This is an optimization exercise on Yosys and OpenROAD, whose aim is small area and a short achievable clock period, not a production implementation.
In this exercise RTL edits were held to simulation tests only and were not proved equivalent to the original.
Power and IR drop assume default switching activity.

==> flow/design.v <==
`timescale 1ns/1ps
module rename_top (
    input  logic      clk,
    input  logic      rst,
    input  logic      rename_valid,
    input  logic [$clog2(32)-1:0] rs1_arch,
    input  logic [$clog2(32)-1:0] rs2_arch,
    input  logic [$clog2(32)-1:0] rd_arch,
    input  logic      complete_valid,
    input  logic [$clog2(16)-1:0]   complete_rob_id,
    input  logic      complete_mispredict,
    output logic      rename_ready,
    output logic [$clog2(64)-1:0]  rs1_phy,
    output logic [$clog2(64)-1:0]  rs2_phy,
    output logic [$clog2(64)-1:0]  rd_phy,
    output logic [$clog2(16)-1:0]   rob_id,
    output logic      retire_valid,
    output logic [$clog2(32)-1:0] retire_rd_arch,
    output logic [$clog2(64)-1:0]  retire_rd_phy,
    output logic      flush
);
    wire [$clog2(64)-1:0] fmap_q [32];
    wire [$clog2(64)-1:0] bmap_q [32];
    wire [64-1:0] free_q;
    wire [64-1:0] held_q;
    logic [$clog2(16):0] head_q;
    logic [$clog2(16):0] tail_q;
    logic [$clog2(32)-1:0] ent_rd_arch [16];
    logic [$clog2(64)-1:0]  ent_new_phy [16];
    logic [16-1:0] ent_done;
    logic [16-1:0] ent_misp;
    logic retire_misp;
    assign fmap_q[0] = '0;
    assign bmap_q[0] = '0;
    assign free_q[0] = 1'b0;
    assign held_q[0] = 1'b1;
    assign rs1_phy = fmap_q[rs1_arch];
    assign rs2_phy = fmap_q[rs2_arch];
    logic [$clog2(64)-1:0] alloc_phy;
    logic free_avail;
    logic [7:0] grp_any;
    logic [2:0] grp_idx [8];
    always_comb begin
        for (int g = 0; g < 8; g++) begin
            grp_any[g] = |free_q[g*8 +: 8];
            grp_idx[g] = '0;
            for (int j = 7; j >= 0; j--) begin
                if (free_q[g*8 + j]) grp_idx[g] = j[2:0];
            end
        end
        alloc_phy = '0;
        for (int g = 7; g >= 0; g--) begin
            if (grp_any[g]) alloc_phy = {g[2:0], grp_idx[g]};
        end
    end
    assign free_avail = |grp_any;
    logic [64-1:0] lower_free;
    always_comb begin
        lower_free[0] = 1'b0;
        for (int i = 1; i < 64; i++) begin
            lower_free[i] = lower_free[i-1] | free_q[i-1];
        end
    end
    logic empty, full, recovering, rename_fire, alloc_fire, pop;
    logic rd_nz;
    logic [$clog2(16)-1:0] head_slot, tail_slot;
    assign head_slot = head_q[$clog2(16)-1:0];
    assign tail_slot = tail_q[$clog2(16)-1:0];
    assign empty = (head_q == tail_q);
    assign full  = (head_slot == tail_slot) && (head_q[$clog2(16)] != tail_q[$clog2(16)]);
    assign recovering = (retire_valid && retire_misp) || flush;
    assign rd_nz = (rd_arch != '0);
    assign rename_ready = !full && (free_avail || !rd_nz) && !recovering;
    assign rename_fire  = rename_valid && rename_ready;
    assign alloc_fire   = rename_fire && rd_nz;
    assign rd_phy = alloc_fire ? alloc_phy : '0;
    assign rob_id = tail_slot;
    assign pop = !empty && ent_done[head_slot] && !recovering;
    logic release_valid;
    logic [$clog2(64)-1:0] release_phy;
    assign release_valid = retire_valid && (retire_rd_arch != '0);
    assign release_phy = bmap_q[retire_rd_arch];
    for (genvar i = 1; i < 32; i++) begin : g_map
        logic [$clog2(64)-1:0] f_q, b_q;
        assign fmap_q[i] = f_q;
        assign bmap_q[i] = b_q;
        always_ff @(posedge clk or posedge rst) begin
            if (rst) begin
                f_q <= i[$clog2(64)-1:0];
            end else if (flush) begin
                f_q <= b_q;
            end else if (alloc_fire && (rd_arch == i[$clog2(32)-1:0])) begin
                f_q <= alloc_phy;
            end
        end
        always_ff @(posedge clk or posedge rst) begin
            if (rst) begin
                b_q <= i[$clog2(64)-1:0];
            end else if (release_valid && (retire_rd_arch == i[$clog2(32)-1:0])) begin
                b_q <= retire_rd_phy;
            end
        end
    end
    for (genvar i = 1; i < 64; i++) begin : g_phy
        logic rel_hit, new_hit, fr_q, hd_q;
        assign free_q[i] = fr_q;
        assign held_q[i] = hd_q;
        assign rel_hit = release_valid && (release_phy == i[$clog2(64)-1:0]);
        assign new_hit = release_valid && (retire_rd_phy == i[$clog2(64)-1:0]);
        always_ff @(posedge clk or posedge rst) begin
            if (rst) begin
                fr_q <= (i >= 32);
                hd_q <= (i < 32);
            end else if (flush) begin
                fr_q <= ~hd_q;
            end else begin
                fr_q <= (fr_q && (!alloc_fire || lower_free[i])) || rel_hit;
                hd_q <= (hd_q && !rel_hit) || new_hit;
            end
        end
    end
    always_ff @(posedge clk or posedge rst) begin
        if (rst) begin
            head_q <= '0;
            tail_q <= '0;
            retire_valid <= 1'b0;
            retire_misp <= 1'b0;
            flush <= 1'b0;
        end else begin
            retire_valid <= pop;
            retire_misp <= pop && ent_misp[head_slot];
            flush <= retire_valid && retire_misp;
            if (flush) begin
                head_q <= tail_q;
            end else begin
                if (pop) begin
                    head_q <= head_q + 1'b1;
                end
                if (rename_fire) begin
                    tail_q <= tail_q + 1'b1;
                end
            end
        end
    end
    always_ff @(posedge clk) begin
        if (complete_valid && !recovering) begin
            ent_done[complete_rob_id] <= 1'b1;
            ent_misp[complete_rob_id] <= complete_mispredict;
        end
        if (rename_fire) begin
            ent_done[tail_slot] <= 1'b0;
        end
    end
    always_ff @(posedge clk) begin
        if (rename_fire) begin
            ent_rd_arch[tail_slot] <= rd_arch;
            ent_new_phy[tail_slot] <= rd_phy;
        end
        if (pop) begin
            retire_rd_arch <= ent_rd_arch[head_slot];
            retire_rd_phy <= ent_new_phy[head_slot];
        end
    end
endmodule
==> flow/run.sh <==
#!/bin/bash
# synth_recipe.tcl (not shown) runs the flow's synth.tcl, then flattens the netlist and writes it again
# the make line also repeats each setting of config.mk as NAME=value (left out here)
make -C /OpenROAD-flow-scripts/flow DESIGN_CONFIG=/design/flow/config.mk WORK_HOME=/design/flow/orfs CLKGATE_MAP_FILE= SYNTH_SCRIPT=/design/flow/synth_recipe.tcl finish
==> flow/config.mk <==
export PLATFORM = sky130hd
export DESIGN_NAME = rename_top
export DESIGN_NICKNAME = rename_top
export VERILOG_FILES = /design/flow/design.v
export SDC_FILE = /design/flow/constraint.sdc
export NUM_CORES = 4
export LEC_CHECK = 0
export CAP_MARGIN = 20
export CELL_PAD_IN_SITES_DETAIL_PLACEMENT = 1
export CELL_PAD_IN_SITES_GLOBAL_PLACEMENT = 2
export CORE_MARGIN = 2
export CORE_UTILIZATION = 45
export PLACE_DENSITY = 0.6
export SETUP_SLACK_MARGIN = 2.0
export SLEW_MARGIN = 20
==> flow/constraint.sdc <==
create_clock -name core_clock -period 6.0 [get_ports {clk}]
set_input_delay 1.2000 -clock core_clock [delete_from_list [all_inputs] [get_ports {clk}]]
set_output_delay 1.2000 -clock core_clock [all_outputs]
set_load 0.01 [all_outputs]
==> reports/metrics.yaml, run 1 <==
logic_synthesis:
  synth_nets: 3253
  synth_edf_count: 203
  yosysWarnings: 2
  synth_area_um2: 36730
  synth.area.top_cells: "dfrtp_1 (20%), edfxtp_1 (17%), dfstp_2 (16%)"
  synthArstFlopShare_pct: 70.00
  ys_ff_latch: 730
  synth.distinct_cells: 91
  yosysTopAreaCellShare_pct: 19.62
  netlist_instances: 3218
  ys_seq_area_share_pct: 53.05
  yosysTopAreaCell: "dfrtp_1"
  ys.flop_type: "dfrtp_1"
  avgSynthCellArea_um2: 11.41
critical_path:
  path_cells: "or4_4, or4_4, buf_6, nor4_4, buf_6, or3_4, buf_12, nor2_4, buf_6"
  critPathTopFamily: "simple AND/OR/NAND/NOR gates"
  reg2reg_slack_ns: 1.90
  reg2reg_to: "g_phy[60].hd_q"
  crit_buf_inv: 4
  ff2ff_path_depth: 11
  cp_slowest_stage_delay_ns: 0.58
  criticalPathCategory: "reg -> out"
  rr_startpoint: "retire_rd_arch[4]"
  arrival_ns: 3.16
  worstPathMaxFanout: 5
  crit_path_start_kind: "flip-flop"
  critPathLaunch: "g_phy[24].fr_q"
  end_kind: "primary output"
  crit_required_ns: 4.80
  crit_slowest_cell: "or4_4"
  critPathMostFrequentCell: "buf_6"
cells_and_area:
  final_cell_mix: "dfrtp_1 (277), nand2_1 (270), dfstp_2 (223), buf_4 (219), edfxtp_1 (203)"
  layout-drive-gt1-share_pct: 34.27
  area_delta_synth_final_pct: 19.87
  register_area_um2: 19500
  nNetsFinal: 3424
  multiInputGateArea_um2: 17260
  fin_cells: 4521
  n_fill_cell: 8248
  final_common_cell: "dfrtp_1"
timing:
  relSlewSlack_pct: 19.05
  grt_setup_unrepaired: "true"
  finalMaxSlewViolations: 0
  fin_crit_ns: 4.355
  fin_skew_ns: 0.04739
  fmax_mhz: 229.6
  final-hold-violation-count: 0
  finalCritPeriodShare_pct: 72.59
  worstMarginPinSlew_ns: 1.214
  finalSetupViolCount: 0
floorplanning:
  dieHeight_um: 289.7
  die-area_um2: 83910
  core_area_um2: 80680
  initial_core_util_pct: 45.52
  pin_count: 60
  num_rows: 104
  die_w_um: 289.7
place:
  port_buffers: 59
  finalWeightedCongestion: 1.085
  dp_cells: 4219
  dp_hpwl_mm: 130.4
clock_network:
  ctsHoldBuffers: 0
  worstSkewPairLatency_ns: 0.68
  cts_tree: "done"
  clk_pin_slew_ns: 0.06
  clockRootBuffer: "clkbuf_16"
  cts_max_level: 3
  clockBufferDepth: 3
  cts_buffers: 81
  cts.sinks: 730
global_routing:
  track_usage_pct: 44.61
  antenna_found_initial: 10
  grt_pass1_wl_mm: 263.0
  grt-ovfl-total: 0
  grt_max_degree: 189
  grt_pass1_vias: 33290
pwr:
  leakagePower_uw: 0.01649
  vdd_drop_max_uv: 641.6
  p_per_area_nw_per_um2: 642.9
  fin_total_pwr_uw: 28300
routing:
  num_vias: 33160
  dr.first_iter.drc_count: 4026
  drc: 0
  vias_per_cell: 7.334
  wirelength_mm: 187.9
  wl_per_cell_um: 41.55
  final_antenna_net_count: 0
  drtPass1Iterations: 6
min_path:
  holdPathStages: 2
  hp-class: "reg -> reg"
  min_from: "ent_done[8]"
  hold_path_end: "ent_done[8]"
run_status:
  outcome: "complete, no violations"
flow_run:
  maxCapViolations: 0
==> repair_timing <==
item,in CTS,in global routing
setup buffers,109,34
setup endpoints to repair,437,120
endpoints found under the hold margin,0,0
pin swaps,80,59
gates cloned,2,2
gates resized for setup,389,66
==> through the flow <==
step	setup slack, ns	cell area, um2	setup TNS [ns]	util [%]	hold WS (ns)
floorplan	-1.956	36750	-579.31	-	0.4204
global placement	0.3903	38790	0	48.08	0.4414
detailed placement	0.3564	38800	0	48.10	0.4469
CTS	1.649	43460	0	53.87	0.4753
global route	1.599	44020	0	54.56	0.4887
finish	1.645	44020	0	54.57	0.4818
==> cells in the mapped netlist, drive strengths merged (14+ instances only) <==
library cell	count
dfrtp	288
nand2	285
dfstp	223
edfxtp	203
o21ai	202
mux2	197
nand3	190
nor2	186
clkbuf	165
a22oi	152
buf	83
o211ai	75
nand4	72
mux4	66
o41ai	57
o221ai	55
a22o	50
a221oi	47
a31oi	46
a21oi	44
a221o	43
mux2i	39
nor3	37
nor4	29
nand2b	27
or3	26
inv	22
and3	21
and2	19
nor2b	18
a32oi	16
dfxtp	16
or4	16
nor3b	15
o311ai	14
==> metal layers <==
metal / GRT usage [%] / part of all wire, % / routed length, um / vias to the layer above
met2: 67.88 / 45 / 83630 / 2257
met5: 0.6250 / 0.039 / 73 / -
met4: 36.86 / 10 / 19500 / 10
li1: - / - / - / 13000
met3: 10.53 / 9.1 / 17080 / 678
met1: 53.96 / 36 / 67580 / 17210
==> flip-flops by register name (all words and copies together) (netlist names) <==
| signal | cells |
|---|---|
| ent_new_phy | 96 |
| g_map.f_q | 186 |
| g_phy.hd_q | 63 |
| ent_misp | 16 |
| flush | 1 |
| retire_misp | 1 |
| head_q | 5 |
| tail_q | 5 |
| retire_rd_phy | 6 |
| ent_rd_arch | 80 |
| g_map.b_q | 186 |
| retire_rd_arch | 5 |
| ent_done | 16 |
| g_phy.fr_q | 63 |
| retire_valid | 1 |
==> power breakdown <==
group          switching [uW]  total (uW)  internal, uW
sequential               2930       10300          7410
clock                    2250        5180          2940
combinational            8590       12800          4190
total                   13800       28300         14500
==> cells by family (layout without fill, tap and decap cells) <==
| group | Yosys count | count (layout) | share of synthesized area [%] |
|---|---|---|---|
| AND/OR/NAND/NOR | 991 | 994 | 13.62 |
| AO/OA/AOI/OAI | 899 | 899 | 18.38 |
| other | 0 | 3 | 0 |
| adder cells (fa/ha/maj) | 11 | 11 | 0.3747 |
| buffers and inverters | 272 | 509 | 3.124 |
| multiplexers | 302 | 302 | 11.15 |
| flip-flops | 730 | 730 | 53.05 |
| XOR/XNOR | 13 | 13 | 0.3100 |
==> layout make-up <==
class	count	share of cell area, %
Clock buffer	116	5.249
Multi-Input combinational cell	2219	39.20
Timing Repair Buffer	333	7.046
Inverter	24	0.2245
Antenna cell	3	0.01705
Clock inverter	36	0.9550
Tap cell	1060	3.013
Sequential cell	730	44.30
==> how the worst max path moves through the flow <==
stage                   endpoint  slack (ns)  cells after the start
floorplan                  flush       -1.96                      1
finish                 rd_phy[1]        1.64                      9
global placement    rename_ready        0.39                      6
global route           rd_phy[1]        1.60                      9
CTS                    rd_phy[1]        1.65                      9
detailed placement     rd_phy[1]        0.36                      6
==> tightest hold or removal path, delay by kind of cell (launching register included) <==
kind	cells	cell delay, ns
flip-flops	1	0.31
buffers and inverters	1	0.06
AO/OA/AOI/OAI	1	0.06
==> run 2: changes to the inputs <==
--- a/flow/config.mk
+++ b/flow/config.mk
@@ -9,7 +9,7 @@
 export CELL_PAD_IN_SITES_DETAIL_PLACEMENT = 1
 export CELL_PAD_IN_SITES_GLOBAL_PLACEMENT = 2
 export CORE_MARGIN = 2
-export CORE_UTILIZATION = 45
-export PLACE_DENSITY = 0.6
+export CORE_UTILIZATION = 25
+export PLACE_DENSITY = 0.45
 export SETUP_SLACK_MARGIN = 2.0
 export SLEW_MARGIN = 20
==> reports/metrics.yaml, run 2 <==
logic_synthesis:
  yosysTopAreaCellShare_pct: 19.62  # unchanged
  synthArstFlopShare_pct: 70.00  # unchanged
  synth.distinct_cells: 91  # unchanged
  yosysTopAreaCell: "dfrtp_1"  # unchanged
  yosysWarnings: 2  # unchanged
  synth.area.top_cells: "dfrtp_1 (20%), edfxtp_1 (17%), dfstp_2 (16%)"  # unchanged
  synth.most_common_cell: "dfrtp_1"  # unchanged
  ys_ff_latch: 730  # unchanged
  netlist_top_cells_count: "dfrtp_1 (288), nand2_1 (275), dfstp_2 (223), edfxtp_1 (203), mux2_2 (197)"  # unchanged
  ys_seq_area_share_pct: 53.05  # unchanged
  synth_edf_count: 203  # unchanged
  ys.flop_type: "dfrtp_1"  # unchanged
  netlist_instances: 3218  # unchanged
  synth_nets: 3253  # unchanged
  avgSynthCellArea_um2: 11.41  # unchanged
  synth_area_um2: 36730  # unchanged
routing:
  wl_per_cell_um: 40.16  # was 41.55 um
  drtPass1Iterations: 6  # unchanged
  final_antenna_net_count: 0  # unchanged
  vias_per_cell: 5.756  # was 7.334
  num_vias: 31290  # was 33160
  wirelength_mm: 218.3  # was 187.9 mm
  drc: 0  # unchanged
  dr.first_iter.drc_count: 2656  # was 4026
timing:
  fin_skew_ns: 0.07152  # was 0.04739 ns
  grt_setup_unrepaired: "true"  # unchanged
  worstMarginPinSlew_ns: 1.317  # was 1.214 ns
  finalSetupViolCount: 0  # unchanged
  finalMaxSlewViolations: 0  # unchanged
  final-hold-violation-count: 0  # unchanged
  setup_tns_ns: 0  # unchanged
  finalCritPeriodShare_pct: 72.62  # was 72.59%
  fin_crit_ns: 4.357  # was 4.355 ns
  whs_ns: 0.4673  # was 0.4818 ns
  relSlewSlack_pct: 10.83  # was 19.05%
  fmax_mhz: 229.5  # was 229.6 MHz
clock_network:
  clockRootBuffer: "clkbuf_16"  # unchanged
  cts.sinks: 730  # unchanged
  worstSkewPairLatency_ns: 0.76  # was 0.68 ns
  clockBufferDepth: 3  # unchanged
  cts_buffers: 92  # was 81
  clk_pin_slew_ns: 0.06  # about the same
  cts_max_level: 3  # unchanged
  ctsHoldBuffers: 0  # unchanged
  cts_tree: "done"  # unchanged
critical_path:
  crit_required_ns: 4.80  # about the same
  end_kind: "primary output"  # unchanged
  ff2ff_path_depth: 11  # unchanged
  crit_path_start_kind: "flip-flop"  # unchanged
  criticalPathCategory: "reg -> out"  # unchanged
  worstPathMaxFanout: 5  # unchanged
  arrival_ns: 3.16  # about the same
floorplanning:
  die-area_um2: 150000  # was 83910 um2
  dieHeight_um: 387.3  # was 289.7 um
  die_w_um: 387.3  # was 289.7 um
  pin_count: 60  # unchanged
  initial_core_util_pct: 25.20  # was 45.52%
  num_rows: 140  # was 104
  core_area_um2: 145700  # was 80680 um2
cells_and_area:
  area_delta_synth_final_pct: 24.41  # was 19.87%
  nNetsFinal: 3468  # was 3424
  final_common_cell: "dfrtp_1"  # unchanged
  layout-drive-gt1-share_pct: 35.07  # was 34.27%
  final_cell_mix: "dfrtp_1 (277), nand2_1 (270), buf_4 (268), dfstp_2 (223), edfxtp_1 (203)"  # was dfrtp_1 (277), nand2_1 (270), dfstp_2 (223), buf_4 (219), edfxtp_1 (203)
  n_fill_cell: 15820  # was 8248
  fin_cells: 5436  # was 4521
  top_regs: "g_map.b_q x186, g_map.f_q x186, ent_new_phy x96"  # unchanged
global_routing:
  grt-ovfl-total: 0  # unchanged
  grt_pass1_wl_mm: 294.9  # was 263.0 mm
  grt_max_degree: 170  # was 189
  grt_pass1_vias: 32170  # was 33290
  antenna_found_initial: 11  # was 10
  track_usage_pct: 28.51  # was 44.61%
place:
  finalWeightedCongestion: 0.9968  # was 1.085
  dp_cells: 5131  # was 4219
  dp_hpwl_mm: 162.5  # was 130.4 mm
  port_buffers: 59  # unchanged
pwr:
  swShare_pct: 49.39  # was 48.64%
  p_per_area_nw_per_um2: 650.8  # was 642.9 nW/um2
  vdd_drop_max_uv: 848.7  # was 641.6 uV
  p_int_uw: 15050  # was 14540 uW
  p_comb_share_pct: 44.5  # was 45.2%
  switchingPower_uw: 14690  # was 13770 uW
  leakagePower_uw: 0.01679  # was 0.01649 uW
  clkPwrFrac_pct: 19.7  # was 18.3%
  seq_power_share_pct: 35.8  # was 36.5%
flow_run:
  maxCapViolations: 0  # unchanged
run_status:
  outcome: "complete, no violations"  # unchanged
min_path:
  hp-class: "reg -> reg"  # unchanged
  holdPathStages: 2  # unchanged
==> run 2: changes by cell type in the layout (fill, tap and decap cells not counted), moves of 5 or more <==
cell | before | now
buf_4 | 219 | 268
clkbuf_16 | 83 | 96
buf_12 | 25 | 14
clkbuf_1 | 22 | 32
nor2_2 | 20 | 29
nor2_4 | 31 | 22
a221oi_1 | 13 | 8
clkinv_2 | 19 | 14
==> run 2: power groups by stage <==
stage          Clock [uW]  Combinational, uW  Sequential [uW]
2_1_floorplan           0               6590             8300
3_3_place_gp            0              12100            10700
3_5_place_dp            0              12200            10700
4_1_cts              6010              13100            10600
5_1_grt              6190              13900            10600
6_report             5860              13200            10600
==> run 2: cell families after synthesis <==
logic type	count (synthesis)	synth area share, %
flops	730	53.05
mux	302	11.15
fa+ha+maj	11	0.3747
compound gates	899	18.38
simple gates	991	13.62
xor+xnor	13	0.3100
buf+inv	272	3.124
==> run 2: layout make-up <==
cell class	instances	area, um2	share of cell area, %
Clock buffer	140	2688	5.882
Tap cell	1917	2399	5.249
Sequential cell	730	19500	42.68
Clock inverter	34	495.5	1.084
Multi-Input combinational cell	2217	17270	37.80
Inverter	24	103.9	0.2273
Antenna cell	6	15.01	0.03286
Timing Repair Buffer	368	3221	7.048
==> run 2: critical path, cell delays in order, from the launching register on <==
cell and delay, ns:
dfrtp_1 0.38, or4_4 0.54, or4_4 0.65, nor4_4 0.18, buf_6 0.14, or3_4 0.14
nor2_4 0.05, dlygate4sd2_1 0.29
==> run 2: through the flow <==
step           area [um2]  total power (uW)  utilization [%]  worst slack (ns)
6_report            45690             29740            31.35             1.643
3_5_place_dp        40270             22910            27.63            0.4625
3_3_place_gp        40270             22820            27.63            0.5127
4_1_cts             45140             29690            30.98             1.552
5_1_grt             45680             30710            31.34             1.545
2_1_floorplan       36750             14890                -            -1.956
==> run 2: what timing repair did <==
item	4_1_cts	5_1_grt
pin swaps	63	42
setup endpoints to repair	145	51
buffers inserted	91	33
cloned	0	1
gates resized for setup	379	55
==> run 2: worst paths after layout <==
kind | from | end | slack [ns]
min | g_map[25].b_q[4] | g_map[25].f_q[4] | 0.47
max in group asynchronous | rst | g_map[5].b_q[4] | 3.70
max | g_phy[21].fr_q | rd_phy[1] | 1.64
max reg2reg | retire_rd_arch[0] | g_phy[20].fr_q | 1.99
min in group asynchronous | rst | g_map[25].f_q[5] | 0.94
min reg2reg | g_map[25].b_q[4] | g_map[25].f_q[4] | 0.47
==> run 2: per-layer routing <==
metal	up-vias	routed length (um)	GRT usage, %
met5	-	26	0
met4	4	12000	13.28
met3	269	10510	4.313
met2	1048	101800	46.24
met1	16850	94010	37.32
li1	13120	-	-
==> run 3: changes to the inputs <==
--- a/flow/config.mk
+++ b/flow/config.mk
@@ -11,5 +11,4 @@
 export CORE_MARGIN = 2
 export CORE_UTILIZATION = 25
 export PLACE_DENSITY = 0.45
-export SETUP_SLACK_MARGIN = 2.0
 export SLEW_MARGIN = 20
==> reports/metrics.yaml, run 3 <==
run_status:
  outcome: "complete, no violations"  # unchanged
pwr:
  fin_total_pwr_uw: 28540  # was 29740 uW
  leakagePower_uw: 0.01598  # was 0.01679 uW
  vdd_drop_max_uv: 959.5  # was 848.7 uV
  p_per_area_nw_per_um2: 652.1  # was 650.8 nW/um2
floorplanning:
  die-area_um2: 150000  # unchanged
  dieHeight_um: 387.3  # unchanged
  die_w_um: 387.3  # unchanged
  core_area_um2: 145700  # unchanged
  initial_core_util_pct: 25.20  # unchanged
  num_rows: 140  # unchanged
  pin_count: 60  # unchanged
global_routing:
  grt-ovfl-total: 0  # unchanged
  antenna_found_initial: 7  # was 11
  grt_max_degree: 131  # was 170
  track_usage_pct: 28.62  # was 28.51%
  grt_pass1_vias: 32200  # was 32170
  grt_pass1_wl_mm: 296.2  # was 294.9 mm
cells_and_area:
  final_cell_mix: "dfrtp_1 (285), nand2_1 (275), dfstp_2 (223), buf_4 (208), edfxtp_1 (203)"  # was dfrtp_1 (277), nand2_1 (270), buf_4 (268), dfstp_2 (223), edfxtp_1 (203)
  n_fill_cell: 15870  # was 15820
  design_area_um2: 43770  # was 45690 um2
  nNetsFinal: 3373  # was 3468
  top_regs: "g_map.b_q x186, g_map.f_q x186, ent_new_phy x96"  # unchanged
  layout-drive-gt1-share_pct: 27.90  # was 35.07%
  area_delta_synth_final_pct: 19.17  # was 24.41%
  final_common_cell: "dfrtp_1"  # unchanged
critical_path:
  worstPathMaxFanout: 17  # was 5
  reg2reg_slack_ns: 0.97  # was 1.99 ns
  end_kind: "primary output"  # unchanged
  rr_startpoint: "retire_rd_arch[3]"  # was retire_rd_arch[0]
  ff2ff_path_depth: 12  # was 11
  crit_required_ns: 4.80  # about the same
  crit_path_start_kind: "flip-flop"  # unchanged
  arrival_ns: 4.55  # was 3.16 ns
  criticalPathCategory: "reg -> out"  # unchanged
  critPathLaunch: "g_phy[16].fr_q"  # was g_phy[21].fr_q
clock_network:
  worstSkewPairLatency_ns: 0.74  # was 0.76 ns
  post-cts-setup-buffers: 0  # was 91
  cts_tree: "done"  # unchanged
  clk_pin_slew_ns: 0.06  # about the same
  cts_max_level: 3  # unchanged
  clockRootBuffer: "clkbuf_16"  # unchanged
  cts_buffers: 90  # was 92
  clockBufferDepth: 3  # unchanged
  cts.sinks: 730  # unchanged
routing:
  dr.first_iter.drc_count: 2612  # was 2656
  drtPass1Iterations: 5  # was 6
  drc: 0  # unchanged
  wirelength_mm: 218.5  # was 218.3 mm
  vias_per_cell: 5.815  # was 5.756
  num_vias: 31020  # was 31290
  wl_per_cell_um: 40.96  # was 40.16 um
  final_antenna_net_count: 0  # unchanged
logic_synthesis:
  yosysTopAreaCellShare_pct: 19.62  # unchanged
  netlist_top_cells_count: "dfrtp_1 (288), nand2_1 (275), dfstp_2 (223), edfxtp_1 (203), mux2_2 (197)"  # unchanged
  synth_nets: 3253  # unchanged
  ys_seq_area_share_pct: 53.05  # unchanged
  synth.most_common_cell: "dfrtp_1"  # unchanged
  yosysWarnings: 2  # unchanged
  synth_edf_count: 203  # unchanged
  synthArstFlopShare_pct: 70.00  # unchanged
  yosysTopAreaCell: "dfrtp_1"  # unchanged
  ys_ff_latch: 730  # unchanged
  ys.flop_type: "dfrtp_1"  # unchanged
  synth.area.top_cells: "dfrtp_1 (20%), edfxtp_1 (17%), dfstp_2 (16%)"  # unchanged
  synth_area_um2: 36730  # unchanged
  netlist_instances: 3218  # unchanged
  synth.distinct_cells: 91  # unchanged
  avgSynthCellArea_um2: 11.41  # unchanged
timing:
  relSlewSlack_pct: 15.88  # was 10.83%
  finalCritPeriodShare_pct: 95.85  # was 72.62%
  worstMarginPinSlew_ns: 1.250  # was 1.317 ns
  finalSetupViolCount: 0  # unchanged
  setup_slack_ns: 0.2492  # was 1.643 ns
  setup_tns_ns: 0  # unchanged
  fin_skew_ns: 0.07141  # was 0.07152 ns
  fin_crit_ns: 5.751  # was 4.357 ns
  grt_setup_unrepaired: "false"  # was true
  fmax_mhz: 173.9  # was 229.5 MHz
  whs_ns: 0.4424  # was 0.4673 ns
  finalMaxSlewViolations: 0  # unchanged
  final-hold-violation-count: 0  # unchanged
min_path:
  min_from: "g_map[22].b_q[4]"  # was g_map[25].b_q[4]
  holdPathStages: 2  # unchanged
  hp-class: "reg -> reg"  # unchanged
place:
  pre_cts_ws_ns: 0.3404  # was 0.4625 ns
  port_buffers: 59  # unchanged
  placed_area_um2: 40570  # was 40270 um2
  finalWeightedCongestion: 0.9458  # was 0.9968
  dp_hpwl_mm: 164.7  # was 162.5 mm
flow_run:
  maxCapViolations: 0  # unchanged
-- run 3: kinds of logic (layout without fill, tap and decap cells) --
group	count (synthesis)	count (layout)	share of synthesized area [%]
multiplexers	302	302	11.15
other	0	6	0
flip-flops	730	730	53.05
XOR/XNOR	13	13	0.3100
adder cells (fa/ha/maj)	11	11	0.3747
AND/OR/NAND/NOR	991	991	13.62
buffers and inverters	272	466	3.124
AO/OA/AOI/OAI	899	899	18.38
-- run 3: stage by stage --
step                util, %  cells
floorplan                 -   3218
global placement      27.82   5163
detailed placement    27.83   5163
CTS                   30.00   5329
global route          30.02   5329
finish                30.03   5335
-- run 3: what timing repair did --
item	4_1_cts	5_1_grt
resized for setup	0	3
setup endpoints to repair	0	2
hold buffers	0	0
-- run 3: path summary, 6_finish.rpt --
path	endpoint
setup / recovery	rd_phy[1]
hold / removal	g_map[22].f_q[4]
setup reg to reg	g_phy[46].fr_q
hold reg to reg	g_map[22].f_q[4]
max in group asynchronous	g_map[29].b_q[1]
min in group asynchronous	g_map[26].f_q[5]
-- run 3: power by group --
group | total [uW] | switching [uW] | internal, uW
sequential | 10500 | 3130 | 7400
clock | 5890 | 2440 | 3460
combinational | 12100 | 8510 | 3610
total | 28500 | 14100 | 14500
-- run 3: area by class of cell --
class | count | area, um2 | share of cell area [%]
flip-flops and latches | 730 | 19490 | 44.53
diodes | 6 | 15.01 | 0.03430
repair buffers | 276 | 2332 | 5.329
clock inverters | 42 | 670.6 | 1.532
well taps | 1917 | 2399 | 5.480
clock buffers | 124 | 2490 | 5.689
multi-input cells | 2216 | 16270 | 37.18
inverters | 24 | 96.34 | 0.2201
-- run 3: critical path, stage by stage, from the launching register on --
cell and delay [ns]:
dfrtp_1 0.46, or4_4 0.62, or4_1 0.70, nor4_4 0.61, or3_1 0.49, nor2_1 0.34
clkdlybuf4s50_1 0.58
-- run 3: per-layer routing --
| layer | wire length [um] | GRT usage [%] | up-vias |
|---|---|---|---|
| met5 | 46 | 0 | - |
| met4 | 13100 | 14.44 | 8 |
| met3 | 9318 | 3.573 | 308 |
| met2 | 102700 | 46.91 | 947 |
| met1 | 93350 | 37.11 | 16850 |
| li1 | - | - | 12910 |

-- what the ideal ports hide --
The results above use ideal ports. As a check the final layouts listed here were re-extracted and re-timed, cells and wires unchanged. Step 1, drivers: a clkbuf_16 drives clk and a buf_2 each remaining input, both assumed. Step 2 adds t to the input delays and takes it off the output delays; t is the mean of the earliest and latest rising clock arrival at the registers after step 1. Input paths then give back, and output paths get back, about the clock's delay inside the block. Slacks: ideal ports / drivers / drivers and shift; pairs: ideal ports / drivers.
run | shift t [ns] | slack for setup (ns) | slew at the worst register clock pin (ns) | worst slew at a driven data input, ns
run 1 | 0.722 | 1.645 / 1.575 / 1.692 | 0.07 / 0.07 | 0.09
run 2 | 0.802 | 1.643 / 1.561 / 1.719 | 0.07 / 0.07 | 0.10
run 3 | 0.794 | 0.249 / 0.165 / 0.432 | 0.07 / 0.07 | 0.05
After both steps setup and hold are still met in every run listed.
